Background: an optimization exercise with open tools, aiming at small area, a short achievable clock period and few clock cycles per item. Do not read the settings as production practice.
Only simulation tests tie the RTL to the original design; equivalence was not proved.

## flow/design.v (module list and top-level ports; edited modules follow where they fit)
// module rbm_gibbs_top: 1587 lines
module rbm_gibbs_top #(
   parameter int                            visible_dim = 16,
   parameter int                            hidden_dim  = 8,
   parameter int                            addr_width  = 8,
   parameter logic [rbm_pkg::prob_width-1:0] fwd_seed    = 8'h5a,
   parameter logic [rbm_pkg::prob_width-1:0] bwd_seed    = 8'hc3
) (
   input  logic                                   clock,
   input  logic                                   reset,
   input  logic                                   mode,
   input  logic                                   load_valid,
   output logic                                   load_ready,
   input  logic [addr_width-1:0]                  load_addr,
   input  logic signed [rbm_pkg::weight_width-1:0] load_data,
   input  logic                                   in_valid,
   output logic                                   in_ready,
   input  logic [visible_dim-1:0]                 in_visible,
   output logic                                   out_valid,
   input  logic                                   out_ready,
   output logic [hidden_dim-1:0]                  out_hidden,
   output logic [visible_dim-1:0]                 out_recon
);
  // ...
==> flow/flow/run.sh <==
#!/bin/bash
# Standard synthesis and layout, with timing repair asked to aim below the design's
# clock period (a larger setup margin); the SDC and every other setting are unchanged.
set -uo pipefail
bash standard.sh SETUP_SLACK_MARGIN=6.4 finish > make_finish.log 2>&1
==> flow/standard.sh <==
#!/bin/bash
# synth_recipe.tcl (not shown) runs the flow's synth.tcl, then flattens the netlist and writes it again
# the make line also repeats each setting of config.mk as NAME=value (left out here)
make -C /OpenROAD-flow-scripts/flow DESIGN_CONFIG=/design/flow/config.mk WORK_HOME=/design/flow/orfs CLKGATE_MAP_FILE= SYNTH_SCRIPT=/design/flow/synth_recipe.tcl "${@:-finish}"
==> flow/config.mk <==
export PLATFORM = sky130hd
export DESIGN_NAME = rbm_gibbs_top
export DESIGN_NICKNAME = rbm_gibbs_top
export VERILOG_FILES = /design/flow/design.v
export SDC_FILE = /design/flow/constraint.sdc
export NUM_CORES = 4
export LEC_CHECK = 0
export ABC_AREA = 1
export CAP_MARGIN = 20
export CORE_MARGIN = 2
export CORE_UTILIZATION = 65
export SLEW_MARGIN = 20
==> flow/constraint.sdc <==
create_clock -name core_clock -period 10.0 [get_ports {clock}]
set_input_delay 2.0000 -clock core_clock [delete_from_list [all_inputs] [get_ports {clock}]]
set_output_delay 2.0000 -clock core_clock [all_outputs]
set_load 0.01 [all_outputs]
==> summary.txt, run 1 <==
Sequential element share of the synthesized area -> 37.3%
Skew final -> 0.0740 ns
Outcome -> timing/DRC/antenna clean
Hpwl dp -> 824000 µm
FF-to-FF path depth -> 19
Max reg flops -> 600
Startpoint types -> register
Grt met2 use -> 57.6%
Most common cell after layout, fill and taps aside -> nand2_1
Initial Utilization -> 65.3%
Sequential cell area -> 142000 µm²
Clk latency of the worst-skew pair -> 1.17 ns
Fin Hold WS -> 0.299 ns
Clk tree area frac -> 5.23%
Crit-path cells -> buf_6
Crit Path Category -> reg -> out
Die X -> 768 µm
DR WL met3 -> 110000 µm
Final period util -> 37.7%
Reg2reg end -> s24_rec[15]
Nets@finish -> 56054
WP data arrival -> 1.77 ns
M1 WL -> 466000 µm
Vias -> 340952
Hold-fix buffers, CTS -> 0
Number of non-clock inverters in the layout -> 8758
Hold path startpoint -> s11_vis[14]
Leading area contributor after synthesis -> edfxtp_1
Wire per inst -> 18.5 µm
Num sequential -> 5833
Synth Area in Compound Gates -> 7.88%
Yosys cell types -> 68
GRT met1 Usage -> 49.0%
Worst setup margin -> 6.23 ns
# setup viols final -> 0
TritonCTS Sinks -> 5833
Testbench counts, summed over its fixed seeds: cycles 1,224, items 1,024.
==> inputs of run 2 (changes only) <==
--- a/flow/design.v
+++ b/flow/design.v
@@ -391,22 +391,22 @@
    assign accept = in_valid & in_ready;
    assign take   = out_valid & out_ready;
    always_ff @(posedge clock or posedge reset) begin
       if (reset) begin
          credit_cnt <= '0;
          in_ready   <= 1'b0;
       end else if (accept && !take) begin
          credit_cnt <= credit_cnt + 1'b1;
-         in_ready   <= (credit_cnt < 5'd25);
+         in_ready   <= (credit_cnt < 5'd24);
       end else if (!accept && take) begin
          credit_cnt <= credit_cnt - 1'b1;
          in_ready   <= 1'b1;
       end else begin
-         in_ready   <= (credit_cnt < 5'd26);
+         in_ready   <= (credit_cnt < 5'd25);
       end
    end
    logic mode_r;
    always_ff @(posedge clock) mode_r <= mode;
    logic [15:0] fa0_0_1;
    assign fa0_0_1 = acc_add({2'b00, {2{hb_0[11]}}, hb_0}, w_0_0, in_visible[0], 1'b0, 1'b0);
    logic [15:0] fa1_0_2;
    assign fa1_0_2 = acc_add({2'b00, {2{hb_1[11]}}, hb_1}, w_0_1, in_visible[0], 1'b0, 1'b0);
@@ -1548,50 +1548,40 @@
    end
    logic [7:0] sb_lfsr;
    always_ff @(posedge clock or posedge reset) begin
       if (reset) sb_lfsr <= bwd_seed;
       else if (s23_valid) sb_lfsr <= lfsr_steps(sb_lfsr, 16);
    end
    logic [15:0] rec_234;
    assign rec_234 = {fire(s23_bacc15, mode_r, lfsr_steps(sb_lfsr, 15)), fire(s23_bacc14, mode_r, lfsr_steps(sb_lfsr, 14)), fire(s23_bacc13, mode_r, lfsr_steps(sb_lfsr, 13)), fire(s23_bacc12, mode_r, lfsr_steps(sb_lfsr, 12)), fire(s23_bacc11, mode_r, lfsr_steps(sb_lfsr, 11)), fire(s23_bacc10, mode_r, lfsr_steps(sb_lfsr, 10)), fire(s23_bacc9, mode_r, lfsr_steps(sb_lfsr, 9)), fire(s23_bacc8, mode_r, lfsr_steps(sb_lfsr, 8)), fire(s23_bacc7, mode_r, lfsr_steps(sb_lfsr, 7)), fire(s23_bacc6, mode_r, lfsr_steps(sb_lfsr, 6)), fire(s23_bacc5, mode_r, lfsr_steps(sb_lfsr, 5)), fire(s23_bacc4, mode_r, lfsr_steps(sb_lfsr, 4)), fire(s23_bacc3, mode_r, lfsr_steps(sb_lfsr, 3)), fire(s23_bacc2, mode_r, lfsr_steps(sb_lfsr, 2)), fire(s23_bacc1, mode_r, lfsr_steps(sb_lfsr, 1)), fire(s23_bacc0, mode_r, lfsr_steps(sb_lfsr, 0))};
-   logic s24_valid;
-   always_ff @(posedge clock or posedge reset) begin
-      if (reset) s24_valid <= 1'b0;
-      else       s24_valid <= s23_valid;
-   end
-   logic [7:0] s24_hid;
-   logic [15:0] s24_rec;
-   always_ff @(posedge clock) begin
-      s24_hid <= s23_hid;
-      s24_rec <= rec_234;
-   end
    logic [23:0] res;
-   assign res = {s24_hid, s24_rec};
-   logic [23:0] q_mem [25];
+   assign res = {s23_hid, rec_234};
+   logic [23:0] q_mem [24];
    logic [4:0] q_rd;
    logic [4:0] q_wr;
    logic [4:0] q_cnt;
    logic        or_free;
    logic        q_some;
    logic        or_load;
    assign or_free = ~out_valid | out_ready;
    assign q_some  = (q_cnt != '0);
-   assign or_load = or_free && (q_some || s24_valid);
+   assign or_load = or_free && (q_some || s23_valid);
    always_ff @(posedge clock or posedge reset) begin
       if (reset) begin
          out_valid <= 1'b0;
          q_rd      <= '0;
          q_wr      <= '0;
          q_cnt     <= '0;
       end else begin
-         if (or_free) out_valid <= q_some || s24_valid;
-         if (or_load) q_rd <= (q_rd == 5'd24) ? '0 : q_rd + 1'b1;
-         if (s24_valid) q_wr <= (q_wr == 5'd24) ? '0 : q_wr + 1'b1;
-         if (s24_valid && !or_load) q_cnt <= q_cnt + 1'b1;
-         if (!s24_valid && or_load) q_cnt <= q_cnt - 1'b1;
+         if (or_free) out_valid <= q_some || s23_valid;
+         if (or_load) q_rd <= (q_rd == 5'd23) ? '0 : q_rd + 1'b1;
+         if (s23_valid) q_wr <= (q_wr == 5'd23) ? '0 : q_wr + 1'b1;
+         if (s23_valid && !or_load) q_cnt <= q_cnt + 1'b1;
+         if (!s23_valid && or_load) q_cnt <= q_cnt - 1'b1;
       end
    end
    always_ff @(posedge clock) begin
-      if (s24_valid) q_mem[q_wr] <= res;
-      if (or_load) {out_hidden, out_recon} <= q_some ? q_mem[q_rd] : res;
+      if (s23_valid) q_mem[q_wr] <= res;
+      {out_hidden, out_recon} <= ({24{or_load}} & (q_some ? q_mem[q_rd] : res)) |
+                                 ({24{~or_load}} & {out_hidden, out_recon});
    end
 endmodule
==> flow/flow/run.sh (replaced) <==
#!/bin/bash
# Standard synthesis and layout, with timing repair asked to aim below the design's
# clock period (a larger setup margin); the SDC and every other setting are unchanged.
set -uo pipefail
bash standard.sh SETUP_SLACK_MARGIN=6.55 finish > make_finish.log 2>&1
==> flow/config.mk (replaced) <==
export PLATFORM = sky130hd
export DESIGN_NAME = rbm_gibbs_top
export DESIGN_NICKNAME = rbm_gibbs_top
export VERILOG_FILES = /design/flow/design.v
export SDC_FILE = /design/flow/constraint.sdc
export NUM_CORES = 4
export LEC_CHECK = 0
export ABC_AREA = 1
export CAP_MARGIN = 20
export CORE_MARGIN = 2
export CORE_UTILIZATION = 50
export SLEW_MARGIN = 20
==> run 2 against run 1 <==
  * Setup slack worse by 0.12 ns
  * Clock skew is 0.0095 ns lower
  * Critical path depth is 22 higher
  * Global-route usage is 7.6 points lower
  * Maximum frequency is 3.1% lower
  * Die area is 19% higher
  * First-iteration DRC count is 29% lower
  * Utilization is 14 points lower
  * Highest routed layer unchanged
  * Design area is 4.1% lower
  * Synthesized cell count is 17% lower
  * Register-to-register slack worse by 0.18 ns
==> summary.txt, run 2 <==
GR Overflow Total -> 0 (unchanged)
Leading area contributor after synthesis -> edfxtp_1 (unchanged)
Post-Synthesis Cells -> 43200 (was 51769)
TritonCTS Sinks -> 5784 (was 5833)
I/O pins -> 69 (unchanged)
Synth Area in Adders -> 15.4% (was 14.2%)
# setup viols final -> 0 (unchanged)
First-pass GRT wire length -> 1570000 µm (was 1720000 µm)
Post-Synth XOR/XNOR Area -> 5.81% (was 3.45%)
Worst Hold Class -> reg -> reg (unchanged)
Most common cell in the synthesized netlist -> nand2_1 (unchanged)
Core ar. -> 693000 µm² (was 582000 µm²)
Initial antenna violation count -> 78 (was 52)
Root Buffer -> clkbuf_16 (unchanged)
Crit path max-delay family -> buffers and inverters (was flip-flops)
Worst reg-to-reg setup slack -> 6.11 ns (was 6.29 ns)
Critical path buffers and inverters -> 7 (was 1)
Number of remaining DRC errors -> 0 (unchanged)
# port buffers -> 67 (unchanged)
Syn-to-layout area delta -> 14.4% (was 9.17%)
Slowest cell delay on critical path -> 0.71 ns (was 0.44 ns)
CTS Buf Count -> 647 (was 618)
RSZ-0062 raised after global routing -> yes (unchanged)
Fraction of registers with async set/reset -> 1.05% (was 1.06%)
Max reg flops -> 576 (was 600)
Least-Margin Pin Slew -> 1.23 ns (was 1.43 ns)
Top FF cell, synth -> dfxtp_1 (unchanged)
FF-to-FF path depth -> 23 (was 19)
Startpoint types -> register (unchanged)
WP data arrival -> 4.76 ns (was 1.77 ns)
Final period util -> 38.9% (was 37.7%)
WL final -> 1080000 µm (was 1120000 µm)
FF+latch count, synth -> 5784 (was 5833)
Most common cell after layout, fill and taps aside -> nand2_1 (unchanged)
Vias -> 284050 (was 340952)
Multi-input gate area -> 188000 µm² (was 204000 µm²)
Multiplexer share of the synthesized area -> 0% (unchanged)
Syn Area/Cell -> 8.04 µm² (was 7.33 µm²)
R2R Path Start -> sb_lfsr[0] (unchanged)
Ranking of synthesized cells by area -> edfxtp_1, dfxtp_1, nand2_1 (unchanged)
Initial Utilization -> 50.1% (was 65.3%)
Hold path startpoint -> s6_vis[14] (was s11_vis[14])
Die area -> 702000 µm² (was 590000 µm²)
Most used cell, CP -> buf_12
CTS H-tree depth -> 6 (unchanged)
Post-layout min period -> 3.89 ns (was 3.77 ns)
Max-slew violations -> 0 (unchanged)
Synth Cell Area -> 347000 µm² (was 380000 µm²)
Skew final -> 0.0644 ns (was 0.0740 ns)
Floorplan row count -> 306 (was 280)
Pin count of the biggest net entering global routing -> 125 (was 161)
Most frequent cells in the layout -> nand2_1, inv_1, ha_1 (was nand2_1, inv_1, nor2_1)
Die X -> 838 µm (was 768 µm)
Hold depth -> 0 (unchanged)
Synth top area share -> 20.9% (was 19.4%)
All-layer global routing usage -> 28.6% (was 36.2%)
Slew HR -> 17.1% (was 4.47%)
Nets@finish -> 47891 (was 56054)
GP Congestion -> 0.944 (was 0.995)
Worst setup margin -> 6.11 ns (was 6.23 ns)
DRT antenna net count -> 0 (unchanged)
Sequential cell area -> 140000 µm² (was 142000 µm²)
Hold-fix buffers, CTS -> 0 (unchanged)
Clock transition at path regs -> 0.06 ns (was 0.07 ns)
DR iter-0 viols -> 24987 (was 35380)
Yosys warning total -> 1 (unchanged)
Net Count, Synth -> 47207 (was 55796)
Fmax -> 0.257 GHz (was 0.265 GHz)
Vias in the first global route -> 267616 (was 321627)
CTS tree -> built (unchanged)
Worst setup EP type -> register (was primary output)
Simple-gate portion of the synthesized area -> 20.8% (was 27.6%)
Final Hold Viols -> 0 (unchanged)
Max clock buf depth -> 4 (unchanged)
Number of synthesized flops with an enable pin -> 2424 (was 2448)
Crit Path Category -> reg -> reg (was reg -> out)
Top reg by flops -> q_mem (unchanged)
Crit-path cells -> inv_8 -> nand2_8 -> nand2_8 -> xor2_4 -> xor2_4 -> buf_12 -> xor2_4 -> buf_12 -> xnor2_4 -> buf_12 -> ha_4 -> inv_2 -> o21bai_1 -> a221oi_2 -> o21ai_1 -> nand2_1 -> a21oi_2 -> a21oi_2 -> buf_4 -> o21ai_4 -> buf_12 -> nand2_2 -> nand2_1 (was buf_6)
Layout cells sized above 1 -> 8.42% (was 4.05%)
Fillcell total -> 63423 (was 46680)
Critical-path top delay cell -> dfstp_4 (was edfxtp_1)
Synth Area in Compound Gates -> 9.51% (was 7.88%)
DR vias/cell -> 5.29 (was 5.65)
Max Cap Viol -> 0 (unchanged)
Main combinational cell family by area after synthesis -> simple AND/OR/NAND/NOR gates (unchanged)
Clk latency of the worst-skew pair -> 1.18 ns (was 1.17 ns)
Pre-CTS setup slack -> 4.79 ns (was 4.58 ns)
Outcome -> timing/DRC/antenna clean (unchanged)
Setup TNS -> 0 ns (unchanged)
Yosys cell types -> 66 (was 68)
Synth cell count leaders -> nand2_1, inv_1, ha_1 (was nand2_1, inv_1, nor2_1)
Hpwl dp -> 752000 µm (was 824000 µm)
WHS Endpoint -> s7_vis[14] (was s12_vis[14])
Drt first pass iters -> 7 (was 12)
Die height -> 838 µm (was 768 µm)
WP data required -> 10.87 ns (was 8.00 ns)
CP Max Fanout -> 8 (was 1)
Wire per inst -> 20.1 µm (was 18.5 µm)
Sequential element share of the synthesized area -> 40.4% (was 37.3%)
-- run 2: changes by cell type in the layout (fill, tap and decap cells not counted), moves of 215 or more --
cell	change
nor2_1	-2077
xor2_1	+534
nand3_1	-2041
nand4_1	-528
inv_1	-2068
a21o_1	+407
buf_4	+215
nand2_1	-3305
o21ai_0	-479
nand2_2	+283
-- run 2: timing repair --
| action | 4_1_cts | 5_1_grt |
|---|---|---|
| gates cloned | 51 | 86 |
| gates resized for setup | 718 | 1639 |
| pin swaps | 109 | 412 |
| hold endpoints to repair | 0 | 0 |
| setup endpoints to repair | 3311 | 3488 |
| buffers inserted | 173 | 298 |
-- run 2: worst reg2reg max path, delay by kind of cell (launching register included) --
family                     cells  cell delay [ns]
AOI/OAI and AO/OA              6             0.65
xor gates and xnor gates       4             0.85
buffers and inverters          7             0.90
and+or+nand+nor                5             0.32
adders and majority gates      1             0.20
DFF                            1             0.71
-- run 2: metrics by stage --
stage / area [µm²] / hold WS [ns] / std cells / util [%]
after floorplan: 349000 / 0.310 / 43200 / -
after global placement: 360000 / 0.310 / 51866 / 51.9
after detailed placement: 360000 / 0.312 / 51867 / 51.9
after CTS: 387000 / 0.316 / 53307 / 55.9
after global routing: 397000 / 0.320 / 53701 / 57.3
final: 398000 / 0.318 / 53729 / 57.3
-- run 2: worst max path at each step --
stage,start,endpoint,slack (ns),depth (start not counted)
6_report,sb_lfsr[0],register,6.11,23
5_1_grt,sb_lfsr[0],register,5.93,24
4_1_cts,sb_lfsr[0],register,6.13,22
3_5_place_dp,load_addr[6],w_9_4[0],4.79,5
3_3_place_gp,in_visible[0],s1_facc6[12],4.73,16
2_1_floorplan,in_visible[0],s1_facc6[12],5.90,17
-- run 2: layout make-up --
type                            count  share of cell area (%)
Timing Repair Buffer              797                    2.50
Clock buffer                      853                    4.61
Inverter                         6638                    6.28
Clock inverter                    363                   0.960
Multi-Input combinational cell  30016                    47.4
Tap cell                         9240                    2.91
Antenna cell                       38                  0.0239
Sequential cell                  5784                    35.3
-- run 2: routing by layer --
metal	track usage (%)	wire (µm)
met1	40.9	495000
met5	0	81
met2	45.9	473000
met4	8.07	36700
met3	3.19	75000
-- run 2: kinds of logic after synthesis --
family                     Yosys count
other                                1
adders and majority gates         3965
AOI/OAI and AO/OA                 5767
and+or+nand+nor                  17937
DFF                               5784
buffers and inverters             7452
xor gates and xnor gates          2294
Testbench counts of run 2, summed over its fixed seeds: cycles 1,216, items 1,024.
==> inputs of run 3 (changes only) <==
==> flow/flow/run.sh (replaced) <==
#!/bin/bash
# Standard synthesis and layout, with timing repair asked to aim below the design's
# clock period (a larger setup margin) and clock tree synthesis without dummy loads;
# the SDC and every other setting are unchanged.
set -uo pipefail
bash standard.sh SETUP_SLACK_MARGIN=6.55 \
  "CTS_ARGS=-sink_clustering_enable -repair_clock_nets -dont_use_dummy_load -sink_clustering_size 20 -sink_clustering_max_diameter 100" \
  finish > make_finish.log 2>&1
--- a/flow/config.mk
+++ b/flow/config.mk
@@ -9,4 +9,6 @@
 export CAP_MARGIN = 20
 export CORE_MARGIN = 2
 export CORE_UTILIZATION = 50
+export CTS_CLUSTER_DIAMETER = 100
+export CTS_CLUSTER_SIZE = 20
 export SLEW_MARGIN = 20
==> run 3 against run 2 <==
  * Register-to-register slack gained 0.08 ns
  * Design area shrank 2.8%
  * Area after synthesis is the same
  * Maximum frequency grew 2.1%
  * Sequential share of layout area grew 1.0 points
  * Critical path depth shrank 2
  * Flip-flop and latch count is the same
  * Largest cell class unchanged
==> summary.txt, run 3 <==
Outcome -> timing/DRC/antenna clean (unchanged)
All-layer global routing usage -> 28.4% (was 28.6%)
Slew HR -> 19.0% (was 17.1%)
# port buffers -> 67 (unchanged)
Multi-input gate area -> 190000 µm² (was 188000 µm²)
Fillcell total -> 64358 (was 63423)
Final Hold Viols -> 0 (unchanged)
Most common cell after layout, fill and taps aside -> nand2_1 (unchanged)
Crit path max-delay family -> XOR/XNOR gates (was buffers and inverters)
Number of remaining DRC errors -> 0 (unchanged)
Most common cell in the synthesized netlist -> nand2_1 (unchanged)
Clock transition at path regs -> 0.08 ns (was 0.06 ns)
Hpwl dp -> 752000 µm (unchanged)
CP Max Fanout -> 8 (unchanged)
Synth cell count leaders -> nand2_1, inv_1, ha_1 (unchanged)
Worst setup margin -> 6.19 ns (was 6.11 ns)
Post-Synthesis Cells -> 43200 (unchanged)
Die X -> 838 µm (unchanged)
Pre-CTS setup slack -> 4.79 ns (unchanged)
Layout cells sized above 1 -> 7.75% (was 8.42%)
Skew final -> 0.0610 ns (was 0.0644 ns)
FF-to-FF path depth -> 21 (was 23)
WP data arrival -> 4.62 ns (was 4.76 ns)
FF+latch count, synth -> 5784 (unchanged)
Max-slew violations -> 0 (unchanged)
Worst setup EP type -> register (unchanged)
First-pass GRT wire length -> 1550000 µm (was 1570000 µm)
Net Count, Synth -> 47207 (unchanged)
CTS tree -> built (unchanged)
DR WL met3 -> 68600 µm (was 75000 µm)
Clk latency of the worst-skew pair -> 1.05 ns (was 1.18 ns)
Startpoint types -> register (unchanged)
Vias in the first global route -> 263922 (was 267616)
Crit path to -> q_mem[13][13]
Vias -> 280910 (was 284050)
Crit Path Category -> reg -> reg (unchanged)
Top reg by flops -> q_mem (unchanged)
CTS Buf Count -> 337 (was 647)
GP Congestion -> 0.944 (unchanged)
Fmax -> 0.263 GHz (was 0.257 GHz)
Nets@finish -> 47687 (was 47891)
Final period util -> 38.1% (was 38.9%)
Sequential element share of the synthesized area -> 40.4% (unchanged)
Worst path depth -> 21 (was 23)
Syn Area/Cell -> 8.04 µm² (unchanged)
# setup viols final -> 0 (unchanged)
Setup TNS -> 0 ns (unchanged)
Hold depth -> 0 (unchanged)
Synth Cell Area -> 347000 µm² (unchanged)
Least-Margin Pin Slew -> 1.21 ns (was 1.23 ns)
Final Cell Area -> 386000 µm² (was 398000 µm²)
Metal2 WL -> 468000 µm (was 473000 µm)
Syn-to-layout area delta -> 11.2% (was 14.4%)
Sequential cell area -> 140000 µm² (unchanged)
Slowest cell delay on critical path -> 0.72 ns (was 0.71 ns)
DR vias/cell -> 5.31 (was 5.29)
WP data required -> 10.81 ns (was 10.87 ns)
Drt first pass iters -> 9 (was 7)
R2R Path Start -> sb_lfsr[0] (unchanged)
Leading area contributor after synthesis -> edfxtp_1 (unchanged)
TritonCTS Sinks -> 5784 (unchanged)
WL final -> 1060000 µm (was 1080000 µm)
Die height -> 838 µm (unchanged)
Number of synthesized flops with an enable pin -> 2424 (unchanged)
Die area -> 702000 µm² (unchanged)
GR Overflow Total -> 0 (unchanged)
RSZ-0062 raised after global routing -> yes (unchanged)
Initial antenna violation count -> 77 (was 78)
Post-layout min period -> 3.81 ns (was 3.89 ns)
DR iter-0 viols -> 24493 (was 24987)
Floorplan row count -> 306 (unchanged)
Critical-path top delay cell -> dfstp_4 (unchanged)
Worst Hold Class -> reg -> reg (unchanged)
Max Used Layer -> met5 (unchanged)
Worst reg-to-reg setup slack -> 6.19 ns (was 6.11 ns)
Wire per inst -> 20.1 µm (about the same)
Core ar. -> 693000 µm² (unchanged)
CP Launch Point -> sb_lfsr[0] (unchanged)
Yosys warning total -> 1 (unchanged)
M1 WL -> 493000 µm (was 495000 µm)
I/O pins -> 69 (unchanged)
Reg2reg end -> q_mem[13][13]
Top FF cell, synth -> dfxtp_1 (unchanged)
Fraction of registers with async set/reset -> 1.05% (unchanged)
Max clock buf depth -> 4 (unchanged)
DRT antenna net count -> 0 (unchanged)
Crit-path cells -> inv_8 -> nand2_8 -> nand2_8 -> xor2_4 -> xor2_4 -> buf_12 -> xnor2_4 -> xor2_4 -> xor2_2 -> buf_4 -> ha_4 -> nand2_1 -> inv_1 -> a221oi_2 -> o21ai_1 -> nand2_1 -> a21oi_2 -> a21oi_2 -> buf_6 -> o21ai_4 -> buf_6 (was inv_8 -> nand2_8 -> nand2_8 -> xor2_4 -> xor2_4 -> buf_12 -> xor2_4 -> buf_12 -> xnor2_4 -> buf_12 -> ha_4 -> inv_2 -> o21bai_1 -> a221oi_2 -> o21ai_1 -> nand2_1 -> a21oi_2 -> a21oi_2 -> buf_4 -> o21ai_4 -> buf_12 -> nand2_2 -> nand2_1)
Most frequent cells in the layout -> nand2_1, inv_1, ha_1 (unchanged)
Placed cell areas -> 360000 µm² (unchanged)
Ranking of synthesized cells by area -> edfxtp_1, dfxtp_1, nand2_1 (unchanged)
Initial Utilization -> 50.1% (unchanged)
Critical path buffers and inverters -> 6 (was 7)
Max reg flops -> 576 (unchanged)
Yosys cell types -> 66 (unchanged)
Max Cap Viol -> 0 (unchanged)
Most used cell, CP -> xor2_4 (was buf_12)
Root Buffer -> clkbuf_16 (unchanged)
Pin count of the biggest net entering global routing -> 125 (unchanged)
Synth top area share -> 20.9% (unchanged)
CTS H-tree depth -> 5 (was 6)
==> run 3: final cells by class <==
cell class | count | area share (%)
Clock buffer | 337 | 2.18
Multi-Input combinational cell | 30015 | 49.1
Sequential cell | 5784 | 36.4
Timing Repair Buffer | 904 | 2.89
Tap cell | 9240 | 2.99
Antenna cell | 28 | 0.0181
Inverter | 6638 | 6.46
==> run 3: what timing repair did <==
item | CTS | global route
resized for setup | 817 | 1851
endpoints found under the setup margin | 3506 | 3530
hold buffers | 0 | 0
setup buffers | 221 | 371
cloned | 52 | 70
pin swaps | 162 | 552
==> run 3: worst min-delay path by stage <==
| stage | endpoint | slack [ns] | startpoint |
|---|---|---|---|
| final | s3_vis[13] | 0.27 | s2_vis[13] |
| after global placement | s17_hid[3] | 0.31 | s16_hid[3] |
| after global routing | s3_vis[13] | 0.27 | s2_vis[13] |
| after detailed placement | s12_vis[15] | 0.31 | s11_vis[15] |
| after floorplan | s10_vis[11] | 0.31 | s9_vis[11] |
| after CTS | s3_vis[13] | 0.26 | s2_vis[13] |
==> run 3: per-layer routing <==
| metal | up-vias | global-route usage [%] |
|---|---|---|
| met5 | - | 0 |
| met4 | 8 | 6.80 |
| met2 | 8037 | 45.9 |
| li1 | 139952 | - |
| met3 | 1267 | 2.78 |
| met1 | 131646 | 41.0 |
==> run 3: logic make-up (layout without fill, tap and decap cells) <==
group | count (synthesis) | count (layout) | share of synthesized area [%]
xor gates and xnor gates | 2294 | 2296 | 5.81
DFF | 5784 | 5784 | 40.4
other | 1 | 29 | 0.00108
buffers and inverters | 7452 | 7879 | 8.06
and+or+nand+nor | 17937 | 17979 | 20.8
adders and majority gates | 3965 | 3965 | 15.4
AOI/OAI and AO/OA | 5767 | 5774 | 9.51
==> run 3: through the flow <==
| stage | util [%] | std cells | hold WS [ns] |
|---|---|---|---|
| floorplan | - | 43200 | 0.310 |
| detailed placement | 51.9 | 51867 | 0.312 |
| CTS | 54.1 | 52477 | 0.263 |
| global route | 55.7 | 52922 | 0.272 |
| global placement | 51.9 | 51866 | 0.310 |
| finish | 55.7 | 52946 | 0.266 |

## re-timing with driven ports
How much do the figures lean on ideal ports? The routed layouts below were timed once more, with nothing changed but the port constraints. Step 1 assumes that a clkbuf_16 drives the clock port and a buf_2 every other input. Step 2, shift: input delay + t, output delay - t, t = (earliest + latest rising clock arrival at the registers) / 2. This alone moves slack from input paths to output paths. Slacks: ideal ports / drivers / drivers and shift; pairs: ideal ports / drivers.
run	t (ns)	setup slack, ns	worst register clock-pin slew, ns
run 1	1.261	6.232 / 6.091 / 5.081	0.07 / 0.07
run 2	1.279	6.112 / 6.104 / 5.269	0.07 / 0.07
run 3	1.151	6.193 / 6.165 / 5.340	0.09 / 0.09
After both steps setup and hold are still met in every run listed. The setup slack of run 1, which loses most, moves by -0.141 ns with the drivers and by -1.151 ns with both steps.
